From an optimization exercise on the open Yosys and OpenROAD flow, aimed at small area, a short achievable clock period and few clock cycles per item; shortcuts taken in it are not production practice.
The RTL was checked by simulation tests, not by an equivalence proof against the original design.
Power figures rest on the tool's default switching activity, not on a simulated workload.

==> flow/design.v, too long to show whole: its modules and the start of the top module <==
// module fft_mm_tree: 740 lines
// module fft_mm_cpa: 171 lines
// module fft_mask_mult_pipe: 151 lines
module fft_mask_mult_pipe (
    input  logic               clk_i,
    input  logic               rst_i,
    input  logic               clr_i,
    input  logic               in_valid_i,
    output logic               in_ready_o,
    input  logic signed [15:0] in_re_i,
    input  logic signed [15:0] in_im_i,
    input  logic signed [15:0] mask_i,
    input  logic               in_last_i,
    output logic               out_valid_o,
    input  logic               out_ready_i,
    output logic signed [15:0] out_re_o,
    output logic signed [15:0] out_im_o,
    output logic [8:0]         out_bin_o,
    output logic               out_last_o,
    output logic               sat_o,
    output logic               frame_err_o
);
  // ...
==> flow/flow/run.sh <==
#!/bin/bash
# Own layout flow: the standard flow, with two changes.
#  1. After the standard synthesis, flow/fixpol.py re-chooses the polarity of
#     full-adder and xor cells so fewer inverters sit between them (the
#     netlist's function, registers and ports are unchanged).
#  2. Ports are buffered with buf_1 cells (BUFFER_PORTS_ARGS) instead of the
#     default pick.
# Each tool's full output goes to a log file in this folder.
set -euo pipefail
R=orfs/results/sky130hd/fft_mask_mult_pipe/base
export BUFFER_PORTS_ARGS="-buffer_cell sky130_fd_sc_hd__buf_1"
bash standard.sh synth > synth.log 2>&1
cp $R/1_2_yosys.v 1_2_yosys_standard.v
python3 flow/fixpol.py $R/1_2_yosys.v > fixpol.log 2>&1
rm -f $R/1_synth.odb $R/1_synth.sdc
bash standard.sh synth > synth_odb.log 2>&1
bash standard.sh finish > finish.log 2>&1
==> flow/flow/fixpol.py <==
#!/usr/bin/env python3
"""Re-choose the polarity of full-adder cells in a mapped sky130 netlist.

A full adder is self-dual: FA(~a,~b,~c) = (~cout, ~sum).  Synthesis leaves
inverters between adder cells; this pass picks, for each fa cell, whether it
computes the true or the complemented values so that as few inverters as
possible remain, then rewrites the netlist.  Registers, ports and every other
cell are untouched; the logic function is unchanged.
usage: fixpol.py netlist.v  (rewrites it in place)
"""
import re, sys, random

path = sys.argv[1]
src = open(path).read()
m = re.search(r'\bmodule\s+(\S+)\s*\(', src)
lines = src.split('\n')

OUTPINS = {'X', 'Y', 'Q', 'Q_N', 'SUM', 'COUT', 'HI', 'LO'}
cell_re = re.compile(r'^\s*(sky130_fd_sc_hd__\w+)\s+(\S+)\s*\($')
pin_re = re.compile(r'^\s*\.(\w+)\((.*)\),?$')

cells = []      # dict: type, name, pins{pin:net}, start, end (line idx)
i = 0
ports_out = set()
ports_in = set()
while i < len(lines):
    ln = lines[i]
    mm = cell_re.match(ln)
    if mm:
        c = {'type': mm.group(1), 'name': mm.group(2), 'pins': {}, 'start': i}
        j = i + 1
        while not lines[j].strip().startswith(');'):
            pm = pin_re.match(lines[j])
            assert pm, lines[j]
            c['pins'][pm.group(1)] = pm.group(2).strip()
            j += 1
        c['end'] = j
        cells.append(c)
        i = j + 1
        continue
    pm = re.match(r'^\s*output\s+(\[\d+:\d+\]\s+)?(\S+);', ln)
    if pm:
        ports_out.add(pm.group(2))
    pm = re.match(r'^\s*input\s+(\[\d+:\d+\]\s+)?(\S+);', ln)
    if pm:
        ports_in.add(pm.group(2))
    i += 1
assert not any(l.strip().startswith('assign') for l in lines), 'assign statements not handled'

def base(net):
    n = net.strip()
    if n.startswith('\\'):
        n = n.split()[0][1:]
    return re.sub(r'\[\d+\]$', '', n)

def is_port(net):
    return base(net) in ports_out or base(net) in ports_in

def is_inv(c):
    return re.match(r'sky130_fd_sc_hd__(inv|clkinv|clkinvlp)_\d+$', c['type']) is not None

def is_fa(c):
    return re.match(r'sky130_fd_sc_hd__fa_\d+$', c['type']) is not None

driver = {}
for c in cells:
    for p, n in c['pins'].items():
        if p in OUTPINS:
            driver[n] = (c, p)

# removable inverters: output not a port
rem = [c for c in cells if is_inv(c) and not is_port(c['pins']['Y'])]
rem_out = {c['pins']['Y']: c for c in rem}

def root(net):
    par = 0
    while net in rem_out:
        net = rem_out[net]['pins']['A']
        par ^= 1
    return net, par

def is_xor(c):
    return re.match(r'sky130_fd_sc_hd__x(n?)or[23]_\d+$', c['type']) is not None

fas = [c for c in cells if is_fa(c) or is_xor(c)]
for k, c in enumerate(fas):
    c['fid'] = k
    c['xor'] = is_xor(c)
# forbid flipping an FA whose outputs are ports
fixed_fa = set()
def outs(c):
    return [c['pins'][p] for p in ('SUM', 'COUT', 'X', 'Y') if p in c['pins']]
for c in fas:
    if any(is_port(n) for n in outs(c)):
        fixed_fa.add(c['fid'])

# consumers: per root net, list of (cell, pin, parity)
cons = {}
for c in cells:
    if c in rem:
        continue
    for p, n in c['pins'].items():
        if p in OUTPINS:
            continue
        r, par = root(n)
        cons.setdefault(r, []).append((c, p, par))
# output ports consume their net with parity 0 (they are never removable outputs)
drv_fa = {}
for c in fas:
    for n in outs(c):
        drv_fa[n] = c['fid']

f = [0] * len(fas)
touch = {}
for r, lst in cons.items():
    ids = set()
    if r in drv_fa:
        ids.add(drv_fa[r])
    for c, p, par in lst:
        if 'fid' in c:
            ids.add(c['fid'])
    for k in ids:
        touch.setdefault(k, set()).add(r)
for r in drv_fa:
    touch.setdefault(drv_fa[r], set()).add(r)

def cost(r):
    d = f[drv_fa[r]] if r in drv_fa else 0
    for c, p, par in cons.get(r, []):
        if c.get('xor'):
            continue
        need = par ^ (f[c['fid']] if 'fid' in c else 0)
        if need != d:
            return 1
    return 0

before = sum(cost(r) for r in cons)
def descend():
    improved = True
    while improved:
        improved = False
        order = list(range(len(fas)))
        rng.shuffle(order)
        for k in order:
            if k in fixed_fa:
                continue
            rs = touch.get(k, ())
            c0 = sum(cost(r) for r in rs)
            f[k] ^= 1
            c1 = sum(cost(r) for r in rs)
            if c1 < c0 or (c1 == c0 and rng.random() < 0.3 and False):
                improved = True
            else:
                f[k] ^= 1
rng = random.Random(1)
best = None
for trial in range(40):
    if trial:
        # perturb the best solution
        f[:] = best_f
        for k in rng.sample(range(len(fas)), max(1, len(fas) // 8)):
            if k not in fixed_fa:
                f[k] ^= 1
    descend()
    cst = sum(cost(r) for r in cons)
    if best is None or cst < best:
        best, best_f = cst, f[:]
f[:] = best_f
after = sum(cost(r) for r in cons)
print(f'fa cells {len(fas)}, flipped {sum(f)}, removable inverters {len(rem)}, '
      f'inverters needed before {before}, after {after}')

# rebuild
newcells = []
newwires = []
inv_of = {}
def inv_net(r):
    if r not in inv_of:
        nm = f'_fp_{len(inv_of)}_'
        inv_of[r] = nm
        newwires.append(nm)
        ra = r + ' ' if r.startswith('\\') else r
        newcells.append(f'  sky130_fd_sc_hd__inv_1 _fpi_{len(inv_of)}_ (\n    .A({ra}),\n    .Y({nm})\n  );')
    return inv_of[r]
for c in fas:
    c['tflip'] = f[c['fid']] if c['xor'] else 0
for r, lst in cons.items():
    d = f[drv_fa[r]] if r in drv_fa else 0
    for c, p, par in lst:
        if c.get('xor'):
            c['pins'][p] = r
            c['tflip'] ^= par ^ d
            continue
        need = par ^ (f[c['fid']] if 'fid' in c else 0)
        c['pins'][p] = r if need == d else inv_net(r)
for c in fas:
    if c['xor'] and c['tflip']:
        t = c['type']
        c['type'] = t.replace('__xnor', '__xor') if '__xnor' in t else t.replace('__xor', '__xnor')
        if '2_' in c['type']:
            pins = c['pins']
            if 'X' in pins:
                pins['Y'] = pins.pop('X')
            else:
                pins['X'] = pins.pop('Y')
# emit
out = []
skip = set()
for c in rem:
    skip.update(range(c['start'], c['end'] + 1))
dead = set(rem_out.keys())
starts = {c['start']: c for c in cells if c not in rem}
i = 0
while i < len(lines):
    if i in skip:
        i += 1
        continue
    if i in starts:
        c = starts[i]
        out.append(f"  {c['type']} {c['name']} (")
        items = list(c['pins'].items())
        for k, (p, n) in enumerate(items):
            if n.startswith('\\'):
                n = n + ' '
            out.append(f"    .{p}({n})" + (',' if k < len(items) - 1 else ''))
        out.append('  );')
        i = c['end'] + 1
        continue
    ln = lines[i]
    wm = re.match(r'^\s*wire\s+(\S+(?: )?);$', ln)
    if wm and wm.group(1).strip() in {d.strip() for d in dead} and not is_port(wm.group(1)):
        i += 1
        continue
    if ln.strip() == 'endmodule':
        out.extend(newcells)
    out.append(ln)
    if re.match(r'^\s*module\s', ln):
        pass
    i += 1
# declare new wires after the module header's port list
txt = '\n'.join(out)
k = txt.index(');', txt.index('module ')) + 2
txt = txt[:k] + '\n' + ''.join(f'  wire {w};\n' for w in newwires) + txt[k:]
open(path, 'w').write(txt)
==> flow/standard.sh <==
#!/bin/bash
# synth_recipe.tcl (not shown) runs the flow's synth.tcl, then flattens the netlist and writes it again
# the make line also repeats each setting of config.mk as NAME=value (left out here)
make -C /OpenROAD-flow-scripts/flow DESIGN_CONFIG=/design/flow/config.mk WORK_HOME=/design/flow/orfs CLKGATE_MAP_FILE= SYNTH_SCRIPT=/design/flow/synth_recipe.tcl "${@:-finish}"
==> flow/config.mk <==
export PLATFORM = sky130hd
export DESIGN_NAME = fft_mask_mult_pipe
export DESIGN_NICKNAME = fft_mask_mult_pipe
export VERILOG_FILES = /design/flow/design.v
export SDC_FILE = /design/flow/constraint.sdc
export NUM_CORES = 4
export LEC_CHECK = 0
export ABC_AREA = 1
export CAP_MARGIN = 0
export CORE_MARGIN = 2
export CORE_UTILIZATION = 40
export CTS_BUF_LIST = sky130_fd_sc_hd__clkbuf_16 sky130_fd_sc_hd__clkbuf_8
export CTS_CLUSTER_DIAMETER = 100
export CTS_CLUSTER_SIZE = 30
export SETUP_SLACK_MARGIN = 3.5
export SLEW_MARGIN = 0
export TNS_END_PERCENT = 20
==> flow/constraint.sdc <==
create_clock -name core_clock -period 7.0 [get_ports {clk_i}]
set_input_delay 1.4000 -clock core_clock [delete_from_list [all_inputs] [get_ports {clk_i}]]
set_output_delay 1.4000 -clock core_clock [all_outputs]
set_load 0.01 [all_outputs]
==> qor.csv, run 1 <==
stage;metric;value;unit
run_status;outcome;complete, no violations;
global_route;vias in the first global route;12630;
synth;syn avg cell area;11.1;µm²
critical_path;critical path's slowest cell;edfxtp_1;
finish;CLK BUF;13;
critical_path;signal arrival time at the worst endpoint;3.75;ns
power;Net Sw Frac;0.440;
floorplan;Initial Util;0.402;
critical_path;worst setup path end;b_re_b[10];
global_route;met1 Track Usage GR;0.286;
power;Leak Pwr;7.78;nW
finish;clock-cell share of area;0.0228;
floorplan;Die W;214;µm
routing;metal2 WL;21.3;mm
critical_path;CP most frequent cell;fa_1;
power;Peak VDD IR;218;µV
timing;Min Clock Period, post-route;3.48;ns
global_route;first-pass GRT wire length;71.4;mm
routing;Pre-Repair DR Iteration Count;5;
finish;commonest non-fill, non-tap cells in the layout;o22ai_1, xor2_1, edfxtp_1;
global_route;met3 Use GR;0.0270;
synth;Mapped Area;17700;µm²
finish;multi-input logic area;10500;µm²
timing;Hold WS;0.434;ns
cts;Max H-tree Level;1;
routing;ANT nets after route;0;
cts;CTS tree;done;
min_path;hold path startpoint;a_z_q;
finish;layout net count;2037;
timing;final hold violation count;0;
routing;First DRT Iteration DRCs;1299;
power;Biggest consumer;combinational cells;
finish;layout cells sized above 1;0.108;
critical_path;Setup Crit Path Kind;register to register;
Testbench counts, summed over its fixed seeds: cycles 32,920, items 32,896.
==> inputs of run 2 (changes only) <==
--- a/flow/flow/run.sh
+++ b/flow/flow/run.sh
@@ -3,4 +3,5 @@
 #  1. After the standard synthesis, flow/fixpol.py re-chooses the polarity of
-#     full-adder and xor cells so fewer inverters sit between them (the
-#     netlist's function, registers and ports are unchanged).
+#     full-adder, xor and De Morgan-dual cells so fewer inverters remain, and
+#     dissolves synthesis buffers (the placer re-buffers); the netlist's
+#     function, registers and ports are unchanged.
 #  2. Ports are buffered with buf_1 cells (BUFFER_PORTS_ARGS) instead of the
@@ -13,3 +14,3 @@
 cp $R/1_2_yosys.v 1_2_yosys_standard.v
-python3 flow/fixpol.py $R/1_2_yosys.v > fixpol.log 2>&1
+python3 flow/fixpol.py $FLOW_HOME/platforms/sky130hd/lib/sky130_fd_sc_hd__tt_025C_1v80.lib $R/1_2_yosys.v 0.5 > fixpol.log 2>&1
 rm -f $R/1_synth.odb $R/1_synth.sdc
==> flow/flow/fixpol.py (replaced) <==
#!/usr/bin/env python3
"""Re-choose the output polarity of cells in a mapped sky130hd netlist so that
fewer inverters remain.

Full adders are self-dual: FA(~a,~b,~c) = (~cout, ~sum).  Many other cells
have a De Morgan dual of the same pin names, e.g. nand2(a,b) = ~nor2(~a,~b),
o22ai(a..) = ~a22oi(~a..), a21oi(a..) = ~o21ai(~a..).  xor2/xnor2 absorb any
input or output inversion by swapping type.  This pass treats every such
cell as able to flip (complement its inputs and output, taking its dual
type), picks flips by local search to minimise the inverters (and the area
the dual types add), and rewrites the netlist.  Registers, ports and the
function of the design are unchanged.
usage: fixpol.py LIBERTY netlist.v [FANOUT_COST]  (rewrites the netlist in place)
"""
import re, sys, random

libpath, path = sys.argv[1], sys.argv[2]
lib = open(libpath).read()
AREA = {}
for c in re.split(r'\n\s*cell\s*\(', lib)[1:]:
    n = re.match(r'\s*"?(\w+)"?', c).group(1)
    a = re.search(r'area\s*:\s*([\d.]+)', c)
    if a:
        AREA[n] = float(a.group(1))
INV_COST = AREA['sky130_fd_sc_hd__inv_1'] * 1.5   # an inverter, plus its share of buffering

DUALS = [('o22ai', 'a22oi'), ('nand2', 'nor2'), ('nand3', 'nor3'), ('nand4', 'nor4'),
         ('a21oi', 'o21ai'), ('a21o', 'o21a'), ('a22o', 'o22a'), ('and2', 'or2'),
         ('and3', 'or3'), ('and4', 'or4'), ('a211oi', 'o211ai'), ('a211o', 'o211a'),
         ('a31oi', 'o31ai'), ('a31o', 'o31a'), ('a32oi', 'o32ai'), ('a32o', 'o32a'),
         ('a221oi', 'o221ai'), ('a221o', 'o221a'), ('a41oi', 'o41ai'), ('a41o', 'o41a'),
         ('a311oi', 'o311ai'), ('a311o', 'o311a'), ('a2111oi', 'o2111ai'), ('a2111o', 'o2111a'),
         ('a222oi', None)]
DUAL = {}
for x, y in DUALS:
    if y:
        DUAL[x] = y
        DUAL[y] = x
PFX = 'sky130_fd_sc_hd__'

def dual_type(t):
    m = re.match(PFX + r'([a-z0-9]+)_(\d+)$', t)
    if not m:
        return None
    b, s = m.groups()
    if b == 'fa':
        return t
    if b in DUAL and PFX + f'{DUAL[b]}_{s}' in AREA:
        return PFX + f'{DUAL[b]}_{s}'
    return None

src = open(path).read()
lines = src.split('\n')
OUTPINS = {'X', 'Y', 'Q', 'Q_N', 'SUM', 'COUT', 'HI', 'LO'}
cell_re = re.compile(r'^\s*(sky130_fd_sc_hd__\w+)\s+(\S+)\s*\($')
pin_re = re.compile(r'^\s*\.(\w+)\((.*)\),?$')
cells, ports = [], set()
i = 0
while i < len(lines):
    ln = lines[i]
    mm = cell_re.match(ln)
    if mm:
        c = {'type': mm.group(1), 'name': mm.group(2), 'pins': {}, 'start': i}
        j = i + 1
        while not lines[j].strip().startswith(');'):
            pm = pin_re.match(lines[j])
            assert pm, lines[j]
            c['pins'][pm.group(1)] = pm.group(2).strip()
            j += 1
        c['end'] = j
        cells.append(c)
        i = j + 1
        continue
    pm = re.match(r'^\s*(output|input)\s+(\[\d+:\d+\]\s+)?(\S+);', ln)
    if pm:
        ports.add(pm.group(3))
    i += 1
assert not any(l.strip().startswith('assign') for l in lines), 'assign statements not handled'

def base(net):
    n = net.strip()
    if n.startswith('\\'):
        n = n.split()[0][1:]
    return re.sub(r'\[\d+\]$', '', n)
def is_port(net):
    return base(net) in ports
def is_inv(c):
    return re.match(PFX + r'(inv|clkinv|clkinvlp)_\d+$', c['type']) is not None
def is_xor(c):
    return re.match(PFX + r'x(n?)or2_\d+$', c['type']) is not None
def outs(c):
    return [n for p, n in c['pins'].items() if p in OUTPINS]

def is_buf(c):
    return re.match(PFX + r'(buf|clkbuf)_\d+$', c['type']) is not None
# inverters and buffers not driving a port are dissolved into wires (buffers
# are put back where needed by the placer's repair)
rem = [c for c in cells if (is_inv(c) and not is_port(c['pins']['Y'])) or
       (is_buf(c) and not is_port(c['pins']['X']))]
rem_ids = {id(c) for c in rem}
rem_out = {}
for c in rem:
    rem_out[c['pins']['Y'] if is_inv(c) else c['pins']['X']] = c
def root(net):
    par = 0
    while net in rem_out:
        c = rem_out[net]
        net = c['pins']['A']
        if is_inv(c):
            par ^= 1
    return net, par

# flippable cells
flip = []
for c in cells:
    if id(c) in rem_ids:
        continue
    if any(is_port(n) for n in outs(c)):
        continue
    if is_xor(c):
        c['kind'] = 'xor'
    elif dual_type(c['type']) is not None:
        c['kind'] = 'dual'
        c['dual'] = dual_type(c['type'])
        c['darea'] = AREA[c['dual']] - AREA[c['type']]
    else:
        continue
    c['fid'] = len(flip)
    flip.append(c)

cons = {}
for c in cells:
    if id(c) in rem_ids:
        continue
    for p, n in c['pins'].items():
        if p in OUTPINS:
            continue
        r, par = root(n)
        cons.setdefault(r, []).append((c, p, par))
drv = {}
for c in flip:
    for n in outs(c):
        drv[n] = c['fid']
f = [0] * len(flip)
touch = {}
for r, lst in cons.items():
    ids = set()
    if r in drv:
        ids.add(drv[r])
    for c, p, par in lst:
        if 'fid' in c and c['kind'] != 'xor':
            ids.add(c['fid'])
    for k in ids:
        touch.setdefault(k, set()).add(r)

FAN_COST = float(sys.argv[3]) if len(sys.argv) > 3 else 0.0
def ncost(r):
    d = f[drv[r]] if r in drv else 0
    n = 0
    for c, p, par in cons.get(r, ()):
        if c.get('kind') == 'xor':
            continue
        need = par ^ (f[c['fid']] if 'fid' in c else 0)
        if need != d:
            n += 1
    return INV_COST + FAN_COST * n if n else 0.0
def ccost(k):
    c = flip[k]
    return c['darea'] if (f[k] and c['kind'] == 'dual') else 0.0
def total():
    return sum(ncost(r) for r in cons) + sum(ccost(k) for k in range(len(flip)))

rng = random.Random(1)
before = total()
def descend():
    improved = True
    while improved:
        improved = False
        order = list(range(len(flip)))
        rng.shuffle(order)
        for k in order:
            rs = touch.get(k, ())
            c0 = sum(ncost(r) for r in rs) + ccost(k)
            f[k] ^= 1
            c1 = sum(ncost(r) for r in rs) + ccost(k)
            if c1 < c0 - 1e-9:
                improved = True
            else:
                f[k] ^= 1
def group_moves():
    improved = True
    while improved:
        improved = False
        for r in list(cons):
            if ncost(r) == 0:
                continue
            d = f[drv[r]] if r in drv else 0
            S = set()
            for c, p, par in cons[r]:
                if c.get('kind') == 'dual' or (c.get('kind') is None and False):
                    pass
                if 'fid' in c and c['kind'] != 'xor':
                    need = par ^ f[c['fid']]
                    if need != d:
                        S.add(c['fid'])
            if not S:
                continue
            nets = set()
            for k in S:
                nets |= touch.get(k, set())
            c0 = sum(ncost(x) for x in nets) + sum(ccost(k) for k in S)
            for k in S:
                f[k] ^= 1
            c1 = sum(ncost(x) for x in nets) + sum(ccost(k) for k in S)
            if c1 < c0 - 1e-9:
                improved = True
            else:
                for k in S:
                    f[k] ^= 1
best, best_f = None, None
for trial in range(30):
    if trial:
        f[:] = best_f
        for k in rng.sample(range(len(flip)), max(1, len(flip) // 10)):
            f[k] ^= 1
    descend()
    group_moves()
    descend()
    t = total()
    if best is None or t < best - 1e-9:
        best, best_f = t, f[:]
f[:] = best_f
ninv_before = sum(1 for r in cons if any(True for _ in [0]) ) # placeholder
print(f'flippable cells {len(flip)}, flipped {sum(f)}, removable inverters {len(rem)}, '
      f'cost before {before:.1f}, after {total():.1f}')

# rebuild
newcells, newwires, inv_of = [], [], {}
def esc(n):
    return n + ' ' if n.startswith('\\') else n
def inv_net(r):
    if r not in inv_of:
        nm = f'_fp_{len(inv_of)}_'
        inv_of[r] = nm
        newwires.append(nm)
        newcells.append(f'  sky130_fd_sc_hd__inv_1 _fpi_{len(inv_of)}_ (\n    .A({esc(r)}),\n    .Y({nm})\n  );')
    return inv_of[r]
for c in flip:
    c['tflip'] = f[c['fid']] if c['kind'] == 'xor' else 0
for r, lst in cons.items():
    d = f[drv[r]] if r in drv else 0
    for c, p, par in lst:
        if c.get('kind') == 'xor':
            c['pins'][p] = r
            c['tflip'] ^= par ^ d
            continue
        need = par ^ (f[c['fid']] if 'fid' in c else 0)
        c['pins'][p] = r if need == d else inv_net(r)
nflip = 0
for c in flip:
    if c['kind'] == 'xor' and c['tflip']:
        t = c['type']
        c['type'] = t.replace('__xnor', '__xor') if '__xnor' in t else t.replace('__xor', '__xnor')
        pins = c['pins']
        if 'X' in pins:
            pins['Y'] = pins.pop('X')
        else:
            pins['X'] = pins.pop('Y')
    elif c['kind'] == 'dual' and f[c['fid']]:
        c['type'] = c['dual']
        nflip += 1
print(f'inverters left {len(inv_of)}, buffers removed {sum(1 for c in rem if is_buf(c))}, dual swaps {nflip}')
out = []
skip = set()
for c in rem:
    skip.update(range(c['start'], c['end'] + 1))
dead = {d.strip() for d in rem_out}
starts = {c['start']: c for c in cells if id(c) not in rem_ids}
i = 0
while i < len(lines):
    if i in skip:
        i += 1
        continue
    if i in starts:
        c = starts[i]
        out.append(f"  {c['type']} {c['name']} (")
        items = list(c['pins'].items())
        for k, (p, n) in enumerate(items):
            out.append(f"    .{p}({esc(n)})" + (',' if k < len(items) - 1 else ''))
        out.append('  );')
        i = c['end'] + 1
        continue
    ln = lines[i]
    wm = re.match(r'^\s*wire\s+(\S+(?: )?);$', ln)
    if wm and wm.group(1).strip() in dead and not is_port(wm.group(1)):
        i += 1
        continue
    if ln.strip() == 'endmodule':
        out.extend(newcells)
    out.append(ln)
    i += 1
txt = '\n'.join(out)
k = txt.index(');', txt.index('module ')) + 2
txt = txt[:k] + '\n' + ''.join(f'  wire {w};\n' for w in newwires) + txt[k:]
open(path, 'w').write(txt)
--- a/flow/config.mk
+++ b/flow/config.mk
@@ -8,3 +8,3 @@
 export ABC_AREA = 1
-export CAP_MARGIN = 0
+export CAP_MARGIN = 20
 export CORE_MARGIN = 2
@@ -15,3 +15,3 @@
 export SETUP_SLACK_MARGIN = 3.5
-export SLEW_MARGIN = 0
+export SLEW_MARGIN = 20
 export TNS_END_PERCENT = 20
==> qor.csv, run 2 <==
stage;metric;value;unit;change
run_status;outcome;complete, no violations;;unchanged
timing;TNS Setup;0;ns;unchanged
finish;Synth-to-Final Area Change;14.6;%;was 12.0%
power;Comb power frac;0.645;;was 0.660
timing;final worst setup slack;3.52;ns;about the same
min_path;worst hold path class;register to register;;unchanged
power;Net Sw Frac;0.430;;was 0.440
critical_path;flop2flop setup slack;3.55;ns;was 3.52 ns
routing;Via Count;12054;;was 12612
synth;Synth Instances;1435;;was 1589
critical_path;critical path required time;5.60;ns;was 7.27 ns
synth;Mapped Nets;1771;;was 1925
floorplan;std cell rows;76;;was 77
timing;Worst Tran Pin Value;0.783;ns;was 0.796 ns
floorplan;Initial Util;0.403;;was 0.402
cts;CTS Root Cell;clkbuf_16;;unchanged
cts;largest buffer count on any clock path;3;;unchanged
cts;Skew-Pair Late Insertion Delay;0.53;ns;was 0.51 ns
power;Pint;6.18;mW;was 6.09 mW
cts;Post-CTS Hold Fix Bufs;0;;unchanged
global_route;first-pass GRT wire length;68.6;mm;was 71.4 mm
finish;multi-input logic area;10900;µm²;was 10500 µm²
power;Leak Pwr;7.61;nW;was 7.78 nW
run;max cap viols;0;;unchanged
finish;most common cell after layout, fill and taps aside;a22oi_1;;was o22ai_1
critical_path;Setup Crit Path Kind;primary input to primary output;;was register to register
routing;wire per inst;19.3;µm;was 20.5 µm
cts;CTS tree;done;;unchanged
placement;port bufs;99;;unchanged
power;Flop pwr share;0.265;;was 0.260
floorplan;Die Y;212;µm;was 214 µm
routing;drc violations;0;;unchanged
routing;Pre-Repair DR Iteration Count;6;;was 5
placement;DP Worst Slack;3.13;ns;about the same
timing;final count of negative-setup-slack endpoints;0;;unchanged
synth;Mapped Area;17300;µm²;was 17700 µm²
floorplan;num ports;100;;unchanged
synth;syn avg cell area;12.1;µm²;was 11.1 µm²
global_route;vias in the first global route;12592;;was 12630
finish;n_diodes;0;;unchanged
power;Peak VDD IR;227;µV;was 218 µV
global_route;initial antenna violation count;1;;was 0
finish;commonest non-fill, non-tap cells in the layout;a22oi_1, xnor2_1, edfxtp_1;;was o22ai_1, xor2_1, edfxtp_1
global_route;gr usage total;0.194;;was 0.196
timing;Min Clock Period, post-route;3.48;ns;about the same
routing;aggregate routed wire length;43.0;mm;was 47.1 mm
critical_path;crit-path max FO;15;;was 5
finish;layout net count;1972;;was 2037
timing;fmax;287;MHz;about the same
power;Sw Pwr;4.67;mW;was 4.80 mW
timing;Clock Skew;0.0387;ns;was 0.0280 ns
timing;RSZ-0062 raised after global routing;yes;;unchanged
timing;final hold violation count;0;;unchanged
routing;vias per inst;5.41;;was 5.49
placement;Final GP Congestion;0.832;;was 0.866
routing;ANT nets after route;0;;unchanged
global_route;GRT Residual Overflow;0;;unchanged
cts;clk slew on worst S/H paths;0.10;ns;was 0.11 ns
power;clock group share of total power;0.090;;was 0.080
placement;hpwl dp;28.4;mm;was 31.2 mm
finish;layout cells sized above 1;0.0937;;was 0.108
timing;post-route clock period utilization;0.498;;was 0.497
timing;Slew headroom;0.478;;was 0.468
cts;Max H-tree Level;1;;unchanged
floorplan;core box area;42900;µm²;was 43900 µm²
global_route;pin count of the biggest net entering global routing;74;;was 118
routing;First DRT Iteration DRCs;1010;;was 1299
critical_path;signal arrival time at the worst endpoint;2.08;ns;was 3.75 ns
critical_path;crit end category;primary output;;was register
floorplan;Die W;212;µm;was 214 µm
finish;Fill cells;3968;;was 4101
cts;clk sinks;205;;unchanged
cts;total CTS buffers;14;;was 13
floorplan;DIE AREA;44900;µm²;was 45900 µm²
critical_path;startpoint types;primary input;;was register
finish;sequential cell area;6090;µm²;unchanged
power;Pwr Density;548;nW/µm²;was 550 nW/µm²
timing;fin. max-slew vios;0;;unchanged
synth;Syn. warnings;1;;unchanged
[run 2: repair_timing]
item | CTS | global route
endpoints found under the setup margin | 22 | 19
setup buffers | 5 | 53
cloned | 0 | 2
pin swaps | 0 | 1
gates resized for setup | 0 | 2
[run 2: critical path, stage by stage]
cell and delay [ns]:
buf_1 0.10, nor2_4 0.29, clkinv_16 0.13, buf_1 0.15
[run 2: through the flow]
step	hold slack [ns]	power [mW]	instances	instance area, µm²	utilization
5_1_grt	0.439	12.2	2229	19800	0.462
6_report	0.433	10.9	2229	19800	0.462
3_3_place_gp	0.405	9.64	2145	18700	0.435
2_1_floorplan	0.400	7.92	1435	17400	-
3_5_place_dp	0.409	9.87	2145	18700	0.435
4_1_cts	0.434	10.9	2174	19200	0.448
[run 2: power groups by stage]
stage | clock network [mW] | logic (mW) | registers [mW]
2_1_floorplan | 0 | 4.81 | 3.11
6_report | 0.973 | 7.01 | 2.88
3_5_place_dp | 0 | 6.86 | 3.00
5_1_grt | 1.05 | 8.19 | 2.93
3_3_place_gp | 0 | 6.64 | 3.00
4_1_cts | 1.01 | 6.96 | 2.96
[run 2: cell type report]
type,count,share of cell area
Inverter,106,0.0214
Timing Repair Buffer,184,0.0585
Timing Repair inverter,2,0.00114
Clock inverter,9,0.00783
Clock buffer,15,0.0189
Sequential cell,205,0.307
Tap cell,585,0.0369
Multi-Input combinational cell,1123,0.548
[run 2: per-layer routing]
| metal | up-vias | global-route usage | part of all wire |
|---|---|---|---|
| met3 | 45 | 0.0258 | 0.057 |
| met5 | - | 0 | 0 |
| met4 | 0 | 0.0372 | 0.015 |
| met2 | 376 | 0.323 | 0.47 |
| met1 | 6079 | 0.273 | 0.46 |
| li1 | 5554 | - | - |
[run 2: final timing paths]
check | startpoint | end | cells after the start
max | out_ready_i | in_ready_o | 4
min | a_z_q | b_z_q | 0
max reg2reg | a_re_q[14] | b_re_b[6] | 6
min reg2reg | a_z_q | b_z_q | 0
max in group asynchronous | rst_i | sat_q | 2
min in group asynchronous | rst_i | cnt_q[2] | 2
==> module fft_mask_mult_pipe, before the edit <==
module fft_mask_mult_pipe (
    input  logic               clk_i,
    input  logic               rst_i,
    input  logic               clr_i,
    input  logic               in_valid_i,
    output logic               in_ready_o,
    input  logic signed [15:0] in_re_i,
    input  logic signed [15:0] in_im_i,
    input  logic signed [15:0] mask_i,
    input  logic               in_last_i,
    output logic               out_valid_o,
    input  logic               out_ready_i,
    output logic signed [15:0] out_re_o,
    output logic signed [15:0] out_im_o,
    output logic [8:0]         out_bin_o,
    output logic               out_last_o,
    output logic               sat_o,
    output logic               frame_err_o
);
    logic        en, accept, last_v;
    logic [8:0]  cnt_q, cnt_d, cnt_inc;
    logic        ferr_q, ferr_d, sat_q, sat_d;
    assign en         = !last_v || out_ready_i;
    assign in_ready_o = en;
    assign accept     = in_valid_i && en;
    assign cnt_inc = cnt_q[8] ? 9'd0 : cnt_q + 9'd1;
    always_comb begin
        cnt_d  = cnt_q;
        ferr_d = ferr_q;
        if (accept) begin
            if (clr_i) begin
                cnt_d = 9'd1;
            end else if (in_last_i && !cnt_q[8]) begin
                ferr_d = 1'b1;
                cnt_d  = 9'd0;
            end else begin
                if (!in_last_i && cnt_q[8]) ferr_d = 1'b1;
                cnt_d = cnt_inc;
            end
        end else if (clr_i) begin
            cnt_d = 9'd0;
        end
        if (clr_i) ferr_d = 1'b0;
    end
    logic        fi_m, fi_re, fi_im;
    assign fi_m  = (mask_i == 16'h8000);
    assign fi_re = fi_m && (in_re_i == 16'h8000);
    assign fi_im = fi_m && (in_im_i == 16'h8000);
    logic [7:0] i_one, i_two, i_neg;
    logic [16:0] i_mext;
    assign i_mext = {mask_i, 1'b0};
    always_comb begin
        for (int i = 0; i < 8; i++) begin
            i_one[i] = i_mext[2*i+1] ^ i_mext[2*i];
            i_two[i] = (i_mext[2*i+2] & ~i_mext[2*i+1] & ~i_mext[2*i]) |
                        (~i_mext[2*i+2] & i_mext[2*i+1] & i_mext[2*i]);
            i_neg[i] = i_mext[2*i+2];
        end
    end
    logic        a_v_q, a_z_q, a_ovf_q;
    logic [15:0] a_re_q, a_im_q;
    logic [7:0]  a_one_q, a_two_q, a_neg_q;
    always_ff @(posedge clk_i) begin
        if (en) begin
            a_re_q  <= {in_re_i[15:1], in_re_i[0] | fi_re};
            a_im_q  <= {in_im_i[15:1], in_im_i[0] | fi_im};
            a_ovf_q <= fi_re || fi_im;
            a_z_q   <= clr_i || (cnt_q == 9'd0);
            a_one_q <= i_one;
            a_two_q <= i_two;
            a_neg_q <= i_neg;
        end
    end
    logic [7:0] t_one, t_two, t_neg;
    assign t_one = a_one_q;
    assign t_two = a_two_q;
    assign t_neg = a_neg_q;
    logic [21:0] re_ha, re_hb, re_hc, im_ha, im_hb, im_hc;
    logic [0:0] re_lc, im_lc;
    assign re_hc = '0;
    assign im_hc = '0;
    fft_mm_tree u_re (.x(a_re_q), .one(t_one), .two(t_two), .neg(t_neg),
                      .hi_a(re_ha), .hi_b(re_hb), .lo_c(re_lc));
    fft_mm_tree u_im (.x(a_im_q), .one(t_one), .two(t_two), .neg(t_neg),
                      .hi_a(im_ha), .hi_b(im_hb), .lo_c(im_lc));
    logic [21:0] b_re_a, b_re_b, b_re_x, b_im_a, b_im_b, b_im_x;
    logic [0:0] b_re_c, b_im_c;
    logic        b_v_q, b_z_q, b_ovf_q;
    always_ff @(posedge clk_i) begin
        if (en) begin
            b_re_a  <= re_ha;
            b_re_b  <= re_hb;
            b_re_x  <= re_hc;
            b_re_c  <= re_lc;
            b_im_a  <= im_ha;
            b_im_b  <= im_hb;
            b_im_x  <= im_hc;
            b_im_c  <= im_lc;
            b_ovf_q <= a_ovf_q;
            b_z_q   <= a_z_q;
        end
    end
    logic [21:0] s_re, s_im;
    logic [15:0] r_re, r_im;
    fft_mm_cpa u_cpa_re (.a(b_re_a), .b(b_re_b), .ci(b_re_c[0]), .s(r_re));
    fft_mm_cpa u_cpa_im (.a(b_im_a), .b(b_im_b), .ci(b_im_c[0]), .s(r_im));
    logic [15:0] o_re_q, o_im_q;
    logic [8:0]  o_bin_q;
    logic        o_v_q;
    always_ff @(posedge clk_i) begin
        if (en) begin
            o_re_q <= r_re;
            o_im_q <= r_im;
        end
        if (en && b_v_q) begin
            o_bin_q <= b_z_q ? 9'd0 : (o_bin_q[8] ? 9'd0 : o_bin_q + 9'd1);
        end
    end
    assign last_v      = o_v_q;
    assign out_re_o    = o_re_q;
    assign out_im_o    = o_im_q;
    assign out_bin_o   = o_bin_q;
    assign out_last_o  = o_bin_q[8];
    always_comb begin
        sat_d = sat_q;
        if (en && b_v_q && b_ovf_q) sat_d = 1'b1;
        if (clr_i) sat_d = 1'b0;
    end
    always_ff @(posedge clk_i or posedge rst_i) begin
        if (rst_i) begin
            a_v_q <= 1'b0;
            b_v_q <= 1'b0;
            o_v_q <= 1'b0;
            cnt_q  <= 9'd0;
            ferr_q <= 1'b0;
            sat_q  <= 1'b0;
        end else begin
            if (en) begin
                a_v_q <= in_valid_i;
                b_v_q <= a_v_q;
                o_v_q <= b_v_q;
            end
            cnt_q  <= cnt_d;
            ferr_q <= ferr_d;
            sat_q  <= sat_d;
        end
    end
    assign out_valid_o = last_v;
    assign sat_o       = sat_q;
    assign frame_err_o = ferr_q;
endmodule
==> inputs of run 3 (changes only) <==
--- a/flow/design.v
+++ b/flow/design.v
@@ -974,3 +974,3 @@
     always_ff @(posedge clk_i) begin
-        if (en) begin
+        if (accept) begin
             a_re_q  <= {in_re_i[15:1], in_re_i[0] | fi_re};
@@ -1000,3 +1000,3 @@
     always_ff @(posedge clk_i) begin
-        if (en) begin
+        if (en && a_v_q) begin
             b_re_a  <= re_ha;
@@ -1021,3 +1021,3 @@
     always_ff @(posedge clk_i) begin
-        if (en) begin
+        if (en && b_v_q) begin
             o_re_q <= r_re;
==> qor.csv, run 3 <==
stage;metric;value;unit;change
routing;vias per inst;5.52;;was 5.41
critical_path;crit end category;register;;was primary output
finish;layout net count;1963;;was 1972
min_path;hold path startpoint;a_ovf_q;;was a_z_q
cts;clk sinks;205;;unchanged
global_route;pin count of the biggest net entering global routing;63;;was 74
floorplan;Initial Util;0.404;;was 0.403
critical_path;r2r endpoint;b_im_b[10];;was b_re_b[6]
power;clock group share of total power;0.113;;was 0.090
synth;Synth Instances;1439;;was 1435
critical_path;worst reg2reg path depth;7;;was 6
floorplan;num ports;100;;unchanged
power;Pwr Density;417;nW/µm²;was 548 nW/µm²
placement;DP Cell Count;2151;;was 2145
critical_path;critical path required time;7.29;ns;was 5.60 ns
run;max cap viols;0;;unchanged
cts;Skew-Pair Late Insertion Delay;0.53;ns;about the same
min_path;worst hold path class;register to register;;unchanged
timing;final count of negative-setup-slack endpoints;0;;unchanged
routing;Pre-Repair DR Iteration Count;5;;was 6
finish;Synth-to-Final Area Change;13.4;%;was 14.6%
power;Leak Pwr;7.50;nW;was 7.61 nW
critical_path;signal arrival time at the worst endpoint;3.74;ns;was 2.08 ns
timing;post-route clock period utilization;0.493;;was 0.498
timing;Clock Skew;0.0195;ns;was 0.0387 ns
cts;CTS-repair resized insts;0;;unchanged
synth;Syn. warnings;1;;unchanged
finish;layout cells sized above 1;0.0826;;was 0.0937
critical_path;Crit. Startpoint;a_im_q[6];;was out_ready_i
synth;Mapped Area;17400;µm²;was 17300 µm²
routing;First DRT Iteration DRCs;1049;;was 1010
floorplan;Die W;212;µm;about the same
floorplan;core box area;43000;µm²;was 42900 µm²
power;Pint;4.78;mW;was 6.18 mW
power;Flop pwr share;0.309;;was 0.265
cts;clk slew on worst S/H paths;0.11;ns;was 0.10 ns
timing;final hold violation count;0;;unchanged
finish;most common cell after layout, fill and taps aside;a22oi_1;;unchanged
placement;port bufs;99;;unchanged
finish;n_diodes;0;;unchanged
routing;Via Count;12246;;was 12054
floorplan;std cell rows;76;;unchanged
floorplan;Die Y;212;µm;about the same
placement;Final GP Congestion;0.845;;was 0.832
global_route;initial antenna violation count;0;;was 1
global_route;GRT Residual Overflow;0;;unchanged
global_route;vias in the first global route;12606;;was 12592
floorplan;DIE AREA;45100;µm²;was 44900 µm²
power;Peak VDD IR;150;µV;was 227 µV
power;Sw Pwr;3.42;mW;was 4.67 mW
synth;Mapped Nets;1775;;was 1771
timing;Slew headroom;0.449;;was 0.478
timing;fin. max-slew vios;0;;unchanged
timing;TNS Setup;0;ns;unchanged
power;Net Sw Frac;0.417;;was 0.430
timing;Worst Tran Pin Value;0.826;ns;was 0.783 ns
critical_path;crit-path max FO;16;;was 15
power;Comb power frac;0.577;;was 0.645
cts;total CTS buffers;14;;unchanged
routing;drc violations;0;;unchanged
timing;RSZ-0062 raised after global routing;yes;;unchanged
cts;CTS Root Cell;clkbuf_16;;unchanged
timing;fmax;290;MHz;was 287 MHz
critical_path;Setup Crit Path Kind;register to register;;was primary input to primary output
placement;hpwl dp;29.7;mm;was 28.4 mm
critical_path;startpoint types;register;;was primary input
cts;Max H-tree Level;1;;unchanged
cts;largest buffer count on any clock path;3;;unchanged
finish;commonest non-fill, non-tap cells in the layout;a22oi_1, xnor2_1, edfxtp_1;;unchanged
run_status;outcome;complete, no violations;;unchanged
global_route;first-pass GRT wire length;71.5;mm;was 68.6 mm
cts;Post-CTS Hold Fix Bufs;0;;unchanged
timing;Min Clock Period, post-route;3.45;ns;was 3.48 ns
routing;aggregate routed wire length;44.5;mm;was 43.0 mm
global_route;gr usage total;0.204;;was 0.194
critical_path;reg2reg start;a_im_q[6];;was a_re_q[14]
cts;CTS tree;done;;unchanged
synth;syn avg cell area;12.1;µm²;about the same
routing;wire per inst;20.1;µm;was 19.3 µm
finish;Finished Layout Cells;2220;;was 2229
routing;ANT nets after route;0;;unchanged
critical_path;flop2flop setup slack;3.55;ns;about the same
min_path;hold depth;0;;unchanged
min_path;hold endpoint;b_ovf_q;;was b_z_q
run 3: cell count changes in the layout (fill, tap and decap cells not counted), moves of 3 or more:
cell and delta:
fa_2 -10, buf_4 -14, nand3_1 -3, nor2_1 -8, nand2_1 +8, a22oi_1 -7
fa_1 +10, inv_8 -3, buf_12 +3, xnor2_2 -5, inv_1 +7, a22oi_2 +5
run 3: critical path, stage by stage (launching register included):
cell and delay (ns):
edfxtp_1 0.86, a22oi_1 0.22, xor2_1 0.21, fa_1 0.56, fa_1 0.41, inv_1 0.08, fa_1 0.43, fa_1 0.44
run 3: routing by layer:
metal | vias to the layer above | track usage | share of wire
li1 | 5545 | - | -
met1 | 6161 | 0.296 | 0.45
met2 | 494 | 0.322 | 0.46
met3 | 46 | 0.0275 | 0.074
met4 | 0 | 0.0518 | 0.017
met5 | - | 0 | 0
run 3: layout make-up:
| class | count | area [µm²] |
|---|---|---|
| multi-input cells | 1121 | 10900 |
| flip-flops and latches | 205 | 6090 |
| clock buffers | 15 | 375 |
| fillers | 4001 | 23300 |
| well taps | 585 | 732 |
| repair buffers | 173 | 1110 |
| inverters | 112 | 423 |
| clock inverters | 9 | 104 |
run 3: worst max path at each step:
stage                       endpoint
after floorplan            b_im_b[9]
after global placement     b_im_b[8]
after detailed placement   b_im_b[8]
after CTS                  b_re_b[9]
after global routing       b_re_b[6]
final                     b_im_b[10]
run 3: timing repair:
action                     CTS  global route
buffers inserted             9            36
setup endpoints to repair   28            23
hold endpoints to repair     0             0
run 3: stage by stage:
step                      utilization  power [mW]  cell area, µm²  hold WS, ns  setup WS, ns
after floorplan                     -        5.91           17400        0.400          3.31
final                           0.458        8.21           19700        0.442          3.55
after detailed placement        0.435        7.29           18700        0.423          3.16
after global routing            0.458        9.10           19700        0.456          3.44
after global placement          0.435        7.11           18700        0.407          3.23
after CTS                       0.448        8.26           19300        0.450          3.34
run 3: power by group through the flow:
stage | sequential [mW] | combinational [mW] | clock, mW
after floorplan | 2.70 | 3.22 | 0
after global placement | 2.63 | 4.48 | 0
after detailed placement | 2.64 | 4.65 | 0
after CTS | 2.59 | 4.71 | 0.958
after global routing | 2.59 | 5.51 | 1.00
final | 2.54 | 4.74 | 0.930
Testbench counts of run 3, summed over its fixed seeds: cycles 32,920, items 32,896.
==> inputs of run 4 (changes only) <==
--- a/flow/config.mk
+++ b/flow/config.mk
@@ -14,3 +14,3 @@
 export CTS_CLUSTER_SIZE = 30
-export SETUP_SLACK_MARGIN = 3.5
+export SETUP_SLACK_MARGIN = 3.9
 export SLEW_MARGIN = 20
==> qor.csv, run 4 <==
stage;metric;value;unit;change
timing;post-route clock period utilization;0.453;;was 0.493
min_path;worst hold path class;register to register;;unchanged
floorplan;num ports;100;;unchanged
timing;Slew headroom;0.439;;was 0.449
timing;final count of negative-setup-slack endpoints;0;;unchanged
timing;fin. max-slew vios;0;;unchanged
routing;First DRT Iteration DRCs;1164;;was 1049
power;Leak Pwr;8.12;nW;was 7.50 nW
routing;wire per inst;20.3;µm;was 20.1 µm
finish;Synth-to-Final Area Change;21.4;%;was 13.4%
global_route;gr usage total;0.212;;was 0.204
finish;most common cell after layout, fill and taps aside;xnor2_1;;was a22oi_1
cts;CTS Root Cell;clkbuf_16;;unchanged
synth;Syn. warnings;1;;unchanged
power;Peak VDD IR;172;µV;was 150 µV
routing;Via Count;12724;;was 12246
placement;DP Worst Slack;3.33;ns;was 3.16 ns
synth;Synth Instances;1439;;unchanged
floorplan;Die W;212;µm;unchanged
placement;DP Cell Count;2150;;was 2151
critical_path;critical path required time;7.27;ns;was 7.29 ns
critical_path;critical path's slowest cell;fa_2;;was edfxtp_1
timing;RSZ-0062 raised after global routing;yes;;unchanged
timing;final worst setup slack;3.83;ns;was 3.55 ns
finish;layout net count;2059;;was 1963
timing;final hold violation count;0;;unchanged
global_route;GRT Residual Overflow;0;;unchanged
power;Pwr Density;402;nW/µm²;was 417 nW/µm²
floorplan;DIE AREA;45100;µm²;unchanged
cts;clk sinks;205;;unchanged
routing;ANT nets after route;0;;unchanged
cts;total CTS buffers;14;;unchanged
cts;Post-CTS Hold Fix Bufs;0;;unchanged
cts;Skew-Pair Late Insertion Delay;0.53;ns;about the same
floorplan;Initial Util;0.404;;unchanged
synth;syn avg cell area;12.1;µm²;unchanged
timing;Min Clock Period, post-route;3.17;ns;was 3.45 ns
run;max cap viols;0;;unchanged
global_route;pin count of the biggest net entering global routing;63;;unchanged
critical_path;crit-path max FO;4;;was 16
global_route;initial antenna violation count;0;;unchanged
synth;Mapped Nets;1775;;unchanged
cts;clk slew on worst S/H paths;0.10;ns;was 0.11 ns
floorplan;core box area;43000;µm²;unchanged
run_status;outcome;complete, no violations;;unchanged
timing;Worst Tran Pin Value;0.841;ns;was 0.826 ns
cts;largest buffer count on any clock path;3;;unchanged
placement;hpwl dp;29.1;mm;was 29.7 mm
cts;CTS tree;done;;unchanged
critical_path;startpoint types;register;;unchanged
placement;port bufs;99;;unchanged
timing;fmax;315;MHz;was 290 MHz
finish;layout cells sized above 1;0.172;;was 0.0826
finish;n_diodes;0;;unchanged
critical_path;crit path cell chain;buf_4 -> a22oi_1 -> xnor2_1 -> fa_2 -> fa_2 -> fa_1 -> fa_1;;was a22oi_1 -> xor2_1 -> fa_1 -> fa_1 -> inv_1 -> fa_1 -> fa_1
cts;Max H-tree Level;1;;unchanged
global_route;first-pass GRT wire length;73.9;mm;was 71.5 mm
finish;utilization after layout;0.491;;was 0.458
critical_path;worst path bufs/invs;1;;unchanged
critical_path;crit end category;register;;unchanged
synth;Mapped Area;17400;µm²;unchanged
floorplan;Die Y;212;µm;unchanged
critical_path;delay-heaviest family, CP;adder cells;;unchanged
routing;aggregate routed wire length;47.0;mm;was 44.5 mm
critical_path;signal arrival time at the worst endpoint;3.45;ns;was 3.74 ns
power;total power;8.48;mW;was 8.21 mW
routing;vias per inst;5.49;;was 5.52
placement;Final GP Congestion;0.830;;was 0.845
routing;Pre-Repair DR Iteration Count;6;;was 5
routing;drc violations;0;;unchanged
global_route;vias in the first global route;13038;;was 12606
floorplan;std cell rows;76;;unchanged
timing;TNS Setup;0;ns;unchanged
critical_path;Setup Crit Path Kind;register to register;;unchanged
finish;Finished Layout Cells;2316;;was 2220
critical_path;Critical Path Max Stage Delay;0.51;ns;was 0.86 ns
timing;Clock Skew;0.0233;ns;was 0.0195 ns
finish;commonest non-fill, non-tap cells in the layout;xnor2_1, a22oi_1, edfxtp_1;;was a22oi_1, xnor2_1, edfxtp_1
[run 4: layout make-up]
cell class / instances / area (µm²)
clock buffer: 14 / 350
inverter: 112 / 423
multi-input combinational: 1121 / 11100
clock inverter: 10 / 123
timing repair buffer: 269 / 2230
fill: 3879 / 21900
tap: 585 / 732
sequential: 205 / 6090
[run 4: path summary, 6_finish.rpt]
kind,slack (ns),startpoint,end,depth (start not counted)
max in group asynchronous,5.77,rst_i,b_v_q,2
hold reg to reg,0.45,a_ovf_q,b_ovf_q,0
min in group asynchronous,0.87,rst_i,cnt_q[2],2
setup reg to reg,3.83,a_im_q[13],b_im_b[5],7
hold / removal,0.45,a_ovf_q,b_ovf_q,0
setup / recovery,3.83,a_im_q[13],b_im_b[5],7
[run 4: where the power goes]
group / total [mW] / internal (mW) / switching (mW) / leakage [nW]
clock network: 0.906 / 0.426 / 0.480 / 0.239
logic: 5.08 / 2.26 / 2.82 / 5.88
registers: 2.49 / 2.29 / 0.199 / 2.01
[run 4: worst register-to-register path, stage by stage (launching register included)]
cell      delay (ns)
edfxtp_1        0.50
buf_4           0.20
a22oi_1         0.23
xnor2_1         0.22
fa_2            0.51
fa_2            0.37
fa_1            0.51
fa_1            0.40
[run 4: metal layers]
layer	GRT usage	vias up	routed length, µm
li1	-	5739	-
met1	0.309	6341	20900
met2	0.327	559	21100
met3	0.0301	85	3800
met4	0.0656	0	1160
met5	0	-	0
[run 4: per-stage QoR]
| step | area (µm²) | hold WS (ns) |
|---|---|---|
| 6_report | 21100 | 0.455 |
| 5_1_grt | 21100 | 0.452 |
| 4_1_cts | 20600 | 0.452 |
| 3_5_place_dp | 18700 | 0.424 |
| 3_3_place_gp | 18700 | 0.410 |
| 2_1_floorplan | 17400 | 0.400 |
[run 4: timing repair]
action | CTS | global route
cloned | 3 | 3
setup buffers | 120 | 16
gates resized for setup | 61 | 70
pin swaps | 8 | 18
endpoints found under the setup margin | 57 | 42
==> inputs of run 5 (changes only) <==
--- a/flow/config.mk
+++ b/flow/config.mk
@@ -14,3 +14,3 @@
 export CTS_CLUSTER_SIZE = 30
-export SETUP_SLACK_MARGIN = 3.9
+export SETUP_SLACK_MARGIN = 4.1
 export SLEW_MARGIN = 20
==> qor.csv, run 5 <==
stage;metric;value;unit;change
run_status;outcome;complete, no violations;;unchanged
finish;layout cells sized above 1;0.193;;was 0.172
cts;Max H-tree Level;1;;unchanged
finish;Synth-to-Final Area Change;22.6;%;was 21.4%
timing;final count of negative-setup-slack endpoints;0;;unchanged
run;max cap viols;0;;unchanged
finish;layout net count;2065;;was 2059
finish;Fill cells;3859;;was 3879
finish;utilization after layout;0.495;;was 0.491
timing;Min Clock Period, post-route;3.18;ns;was 3.17 ns
routing;drc violations;0;;unchanged
power;Comb power frac;0.603;;was 0.599
routing;Pre-Repair DR Iteration Count;6;;unchanged
cts;largest buffer count on any clock path;3;;unchanged
timing;TNS Setup;0;ns;unchanged
timing;RSZ-0062 raised after global routing;yes;;unchanged
floorplan;num ports;100;;unchanged
power;total power;8.55;mW;was 8.48 mW
cts;CTS Root Cell;clkbuf_16;;unchanged
critical_path;CP most frequent cell;fa_1;;
cts;Post-CTS Hold Fix Bufs;0;;unchanged
routing;ANT nets after route;0;;unchanged
power;Pwr Density;402;nW/µm²;about the same
floorplan;core box area;43000;µm²;unchanged
finish;sequential cell area;6090;µm²;unchanged
critical_path;critical path's slowest cell;fa_1;;was fa_2
synth;syn avg cell area;12.1;µm²;unchanged
synth;Synth Instances;1439;;unchanged
timing;fmax;315;MHz;about the same
floorplan;DIE AREA;45100;µm²;unchanged
finish;n_diodes;0;;unchanged
critical_path;Setup Crit Path Kind;register to register;;unchanged
global_route;GRT Residual Overflow;0;;unchanged
timing;Clock Skew;0.0303;ns;was 0.0233 ns
critical_path;startpoint types;register;;unchanged
floorplan;std cell rows;76;;unchanged
cts;Skew-Pair Late Insertion Delay;0.52;ns;was 0.53 ns
timing;Slew headroom;0.431;;was 0.439
power;Leak Pwr;8.18;nW;was 8.12 nW
cts;CTS tree;done;;unchanged
global_route;initial antenna violation count;0;;unchanged
routing;wire per inst;20.4;µm;was 20.3 µm
routing;First DRT Iteration DRCs;1129;;was 1164
global_route;gr usage total;0.213;;was 0.212
power;Sw Pwr;3.53;mW;was 3.50 mW
placement;hpwl dp;29.1;mm;unchanged
timing;post-route clock period utilization;0.454;;was 0.453
critical_path;worst path bufs/invs;2;;was 1
cts;total CTS buffers;14;;unchanged
routing;Via Count;12739;;was 12724
global_route;vias in the first global route;13035;;was 13038
placement;Final GP Congestion;0.830;;unchanged
placement;DP Worst Slack;3.33;ns;unchanged
timing;fin. max-slew vios;0;;unchanged
critical_path;delay-heaviest family, CP;adder cells;;unchanged
global_route;first-pass GRT wire length;74.3;mm;was 73.9 mm
power;Flop pwr share;0.292;;was 0.294
global_route;pin count of the biggest net entering global routing;63;;unchanged
synth;Mapped Nets;1775;;unchanged
synth;Syn. warnings;1;;unchanged
finish;commonest non-fill, non-tap cells in the layout;xnor2_1, edfxtp_1, a22oi_1;;was xnor2_1, a22oi_1, edfxtp_1
cts;clk slew on worst S/H paths;0.09;ns;was 0.10 ns
routing;aggregate routed wire length;47.5;mm;was 47.0 mm
critical_path;crit-path max FO;17;;was 4
critical_path;critical path required time;7.28;ns;was 7.27 ns
power;Net Sw Frac;0.412;;about the same
floorplan;Initial Util;0.404;;unchanged
timing;final hold violation count;0;;unchanged
placement;port bufs;99;;unchanged
finish;most common cell after layout, fill and taps aside;xnor2_1;;unchanged
placement;Area after DPL;18700;µm²;unchanged
finish;multi-input logic area;11300;µm²;was 11100 µm²
power;Peak VDD IR;172;µV;about the same
critical_path;Critical Path Max Stage Delay;0.53;ns;was 0.51 ns
floorplan;Die W;212;µm;unchanged
critical_path;crit end category;register;;unchanged
finish;design area;21300;µm²;was 21100 µm²
critical_path;crit path cell chain;buf_12 -> a22oi_1 -> xor2_1 -> fa_1 -> inv_1 -> fa_2 -> fa_1 -> fa_1;;was buf_4 -> a22oi_1 -> xnor2_1 -> fa_2 -> fa_2 -> fa_1 -> fa_1
critical_path;signal arrival time at the worst endpoint;3.45;ns;about the same
timing;final worst setup slack;3.82;ns;was 3.83 ns
timing;Worst Tran Pin Value;0.854;ns;was 0.841 ns
synth;Mapped Area;17400;µm²;unchanged
power;Pint;5.02;mW;was 4.98 mW
cts;clk sinks;205;;unchanged
power;clock group share of total power;0.106;;was 0.107
floorplan;Die Y;212;µm;unchanged
min_path;worst hold path class;register to register;;unchanged
routing;vias per inst;5.49;;about the same
[run 5: timing repair]
item | CTS | global route
cloned | 4 | 2
setup buffers | 122 | 20
setup endpoints to repair | 67 | 63
gates resized for setup | 76 | 96
pin swaps | 12 | 38
[run 5: worst paths after layout]
check | endpoint | slack (ns) | cells past startpoint | startpoint
max in group asynchronous | b_v_q | 5.76 | 2 | rst_i
max | b_im_b[9] | 3.82 | 8 | a_one_q[1]
min | b_ovf_q | 0.45 | 0 | a_ovf_q
min reg2reg | b_ovf_q | 0.45 | 0 | a_ovf_q
min in group asynchronous | cnt_q[8] | 0.88 | 2 | rst_i
max reg2reg | b_im_b[9] | 3.82 | 8 | a_one_q[1]
[run 5: cell type report]
class,count,area share
Inverter,112,0.0199
Clock inverter,10,0.00576
Multi-Input combinational cell,1121,0.530
Tap cell,585,0.0344
Timing Repair Buffer,275,0.108
Sequential cell,205,0.286
Clock buffer,14,0.0165
[run 5: routing by layer]
| metal | up-vias | track usage | wire [µm] |
|---|---|---|---|
| met4 | 0 | 0.0625 | 1020 |
| met2 | 555 | 0.333 | 21600 |
| met1 | 6356 | 0.308 | 21200 |
| met3 | 71 | 0.0298 | 3700 |
| li1 | 5757 | - | - |
| met5 | - | 0 | 0 |
[run 5: through the flow]
step           hold WS [ns]  instances
6_report              0.445       2322
5_1_grt               0.452       2322
4_1_cts               0.452       2300
3_5_place_dp          0.424       2150
3_3_place_gp          0.410       2150
2_1_floorplan         0.400       1439
[run 5: power by group through the flow]
stage	registers [mW]	clock network [mW]	logic [mW]
after CTS	2.50	0.939	5.02
final	2.49	0.905	5.15
after global placement	2.62	0	4.52
after floorplan	2.70	0	3.22
after global routing	2.55	0.981	5.94
after detailed placement	2.63	0	4.68
==> inputs of run 6 (changes only) <==
--- a/flow/config.mk
+++ b/flow/config.mk
@@ -14,4 +14,4 @@
 export CTS_CLUSTER_SIZE = 30
-export SETUP_SLACK_MARGIN = 4.1
+export SETUP_SLACK_MARGIN = 3.7
 export SLEW_MARGIN = 20
-export TNS_END_PERCENT = 20
+export TNS_END_PERCENT = 5
==> qor.csv, run 6 <==
stage;metric;value;unit;change
finish;Fill cells;3953;;was 3859
timing;final count of negative-setup-slack endpoints;0;;unchanged
finish;Synth-to-Final Area Change;16.7;%;was 22.6%
power;Pwr Density;408;nW/µm²;was 402 nW/µm²
critical_path;crit path cell chain;buf_1 -> nor2_4 -> inv_4 -> buf_1;;was buf_12 -> a22oi_1 -> xor2_1 -> fa_1 -> inv_1 -> fa_2 -> fa_1 -> fa_1
cts;total CTS buffers;14;;unchanged
cts;CTS Root Cell;clkbuf_16;;unchanged
routing;vias per inst;5.48;;was 5.49
finish;multi-input logic area;10900;µm²;was 11300 µm²
floorplan;num ports;100;;unchanged
synth;Synth Instances;1439;;unchanged
finish;layout net count;2019;;was 2065
routing;First DRT Iteration DRCs;1022;;was 1129
critical_path;Setup Crit Path Kind;primary input to primary output;;was register to register
global_route;GRT Residual Overflow;0;;unchanged
critical_path;delay-heaviest family, CP;buffers and inverters;;was adder cells
timing;final hold violation count;0;;unchanged
critical_path;signal arrival time at the worst endpoint;1.90;ns;was 3.45 ns
routing;ANT nets after route;0;;unchanged
floorplan;Die Y;212;µm;unchanged
critical_path;crit-path max FO;5;;was 17
floorplan;core box area;43000;µm²;unchanged
routing;wire per inst;19.9;µm;was 20.4 µm
timing;fmax;303;MHz;was 315 MHz
global_route;first-pass GRT wire length;73.0;mm;was 74.3 mm
finish;layout cells sized above 1;0.116;;was 0.193
routing;Pre-Repair DR Iteration Count;6;;unchanged
run;max cap viols;0;;unchanged
floorplan;Die W;212;µm;unchanged
global_route;initial antenna violation count;0;;unchanged
critical_path;Crit path depth;4;;was 8
global_route;gr usage total;0.209;;was 0.213
placement;Final GP Congestion;0.845;;was 0.830
run_status;outcome;complete, no violations;;unchanged
timing;Hold WS;0.441;ns;was 0.445 ns
min_path;hold depth;0;;unchanged
critical_path;CP most frequent cell;buf_1;;was fa_1
timing;RSZ-0062 raised after global routing;yes;;unchanged
critical_path;Critical Path Max Stage Delay;0.21;ns;was 0.53 ns
global_route;pin count of the biggest net entering global routing;63;;unchanged
cts;CTS tree;done;;unchanged
finish;sequential cell area;6090;µm²;unchanged
timing;fin. max-slew vios;0;;unchanged
placement;hpwl dp;29.7;mm;was 29.1 mm
power;Leak Pwr;7.82;nW;was 8.18 nW
finish;commonest non-fill, non-tap cells in the layout;a22oi_1, xnor2_1, edfxtp_1;;was xnor2_1, edfxtp_1, a22oi_1
cts;clk sinks;205;;unchanged
finish;n_diodes;0;;unchanged
critical_path;worst reg2reg path depth;7;;was 8
finish;most common cell after layout, fill and taps aside;a22oi_1;;was xnor2_1
timing;TNS Setup;0;ns;unchanged
placement;port bufs;99;;unchanged
timing;Worst Tran Pin Value;0.822;ns;was 0.854 ns
routing;drc violations;0;;unchanged
routing;aggregate routed wire length;45.4;mm;was 47.5 mm
routing;Met3 Routed Length;3.21;mm;was 3.70 mm
floorplan;DIE AREA;45100;µm²;unchanged
global_route;vias in the first global route;12822;;was 13035
cts;Skew-Pair Late Insertion Delay;0.53;ns;was 0.52 ns
synth;Syn. warnings;1;;unchanged
synth;Mapped Area;17400;µm²;unchanged
routing;metal2 WL;21.0;mm;was 21.6 mm
power;Peak VDD IR;154;µV;was 172 µV
critical_path;worst path bufs/invs;3;;was 2
routing;Via Count;12471;;was 12739
placement;DP Worst Slack;3.16;ns;was 3.33 ns
timing;post-route clock period utilization;0.472;;was 0.454
cts;Max H-tree Level;1;;unchanged
synth;syn avg cell area;12.1;µm²;unchanged
cts;clk slew on worst S/H paths;0.11;ns;was 0.09 ns
timing;Min Clock Period, post-route;3.30;ns;was 3.18 ns
timing;Clock Skew;0.0195;ns;was 0.0303 ns
floorplan;std cell rows;76;;unchanged
critical_path;crit end category;primary output;;was register
routing;DRT met1 WL;20.3;mm;was 21.2 mm
min_path;worst hold path class;register to register;;unchanged
timing;final worst setup slack;3.70;ns;was 3.82 ns
critical_path;critical path's slowest cell;nor2_4;;was fa_1
routing;top layer in use;met4;;unchanged
timing;Slew headroom;0.452;;was 0.431
critical_path;startpoint types;primary input;;was register
critical_path;critical path required time;5.60;ns;was 7.28 ns
floorplan;Initial Util;0.404;;unchanged
cts;largest buffer count on any clock path;3;;unchanged
synth;Mapped Nets;1775;;unchanged
==> run 6: through the flow <==
step	instance area, µm²	instances	total power [mW]	utilization
CTS	19900	2251	8.33	0.463
global route	20300	2276	9.18	0.471
detailed placement	18700	2151	7.29	0.435
global placement	18700	2151	7.11	0.435
floorplan	17400	1439	5.91	-
finish	20300	2276	8.27	0.471
==> run 6: per-layer routing <==
metal | vias to the layer above | GRT usage
met2 | 457 | 0.331
li1 | 5672 | -
met1 | 6291 | 0.302
met5 | - | 0
met4 | 0 | 0.0531
met3 | 51 | 0.0298
==> run 6: final cells by class <==
type,instances,area share
clock buffers,15,0.0185
clock inverters,9,0.00513
well taps,585,0.0361
flip-flops and latches,205,0.300
inverters,112,0.0209
multi-input cells,1121,0.538
repair buffers,229,0.0813
==> run 6: repair_timing <==
action | CTS | global route
setup buffers | 76 | 25
gates resized for setup | 1 | 31
endpoints found under the setup margin | 48 | 41
hold buffers | 0 | 0
pin swaps | 0 | 3
==> run 6: worst paths after layout <==
kind,endpoint,slack [ns],startpoint
setup / recovery,in_ready_o,3.70,out_ready_i
hold / removal,b_ovf_q,0.44,a_ovf_q
setup reg to reg,b_re_b[9],3.72,a_re_q[15]
hold reg to reg,b_ovf_q,0.44,a_ovf_q
max in group asynchronous,cnt_q[5],5.78,rst_i
min in group asynchronous,o_v_q,0.87,rst_i
==> run 6: power breakdown <==
group          leakage, nW  switching, mW  internal (mW)  total, mW
clock                0.238          0.506          0.423      0.929
combinational         5.58           2.73           2.12       4.85
sequential            2.01          0.203           2.29       2.50
total                 7.82           3.44           4.83       8.27

what the ideal ports hide:
Ports are ideal in the flow. The routed layouts listed here were re-timed in OpenROAD. Step 1 (the two cells are an assumption about what drives the block):
set clk [get_ports {clk_i}]
set_driving_cell -lib_cell sky130_fd_sc_hd__clkbuf_16 $clk
set_driving_cell -lib_cell sky130_fd_sc_hd__buf_2 [delete_from_list [all_inputs] $clk]
Step 2 moves the port delays by t, midway between the first and last clock arrival at a register: inputs arrive t later, outputs are due t later. That takes back most of the time a late clock gives input paths. a / b / c = ideal / step 1 / step 2; a / b = the first two.
run | t, ns | slack for setup (ns) | worst hold slack (ns) | clock arrival spread, ns | worst slew at a driven data input, ns
run 1 | 0.553 | 3.520 / 3.520 / 3.520 | 0.434 / 0.434 / 0.434 | 0.028 / 0.028 | 0.03
run 2 | 0.561 | 3.516 / 3.495 / 3.495 | 0.433 / 0.433 / 0.433 | 0.046 / 0.047 | 0.04
run 3 | 0.574 | 3.547 / 3.547 / 3.547 | 0.442 / 0.442 / 0.442 | 0.020 / 0.020 | 0.06
run 4 | 0.566 | 3.829 / 3.816 / 3.732 | 0.455 / 0.455 / 0.455 | 0.029 / 0.028 | 0.04
run 5 | 0.562 | 3.824 / 3.817 / 3.740 | 0.445 / 0.445 / 0.445 | 0.032 / 0.032 | 0.04
run 6 | 0.571 | 3.698 / 3.677 / 3.677 | 0.441 / 0.441 / 0.441 | 0.020 / 0.020 | 0.06
After both steps every run listed still meets setup and hold. The setup slack of run 4, which loses most, moves by -0.013 ns with the drivers and by -0.097 ns with both steps.
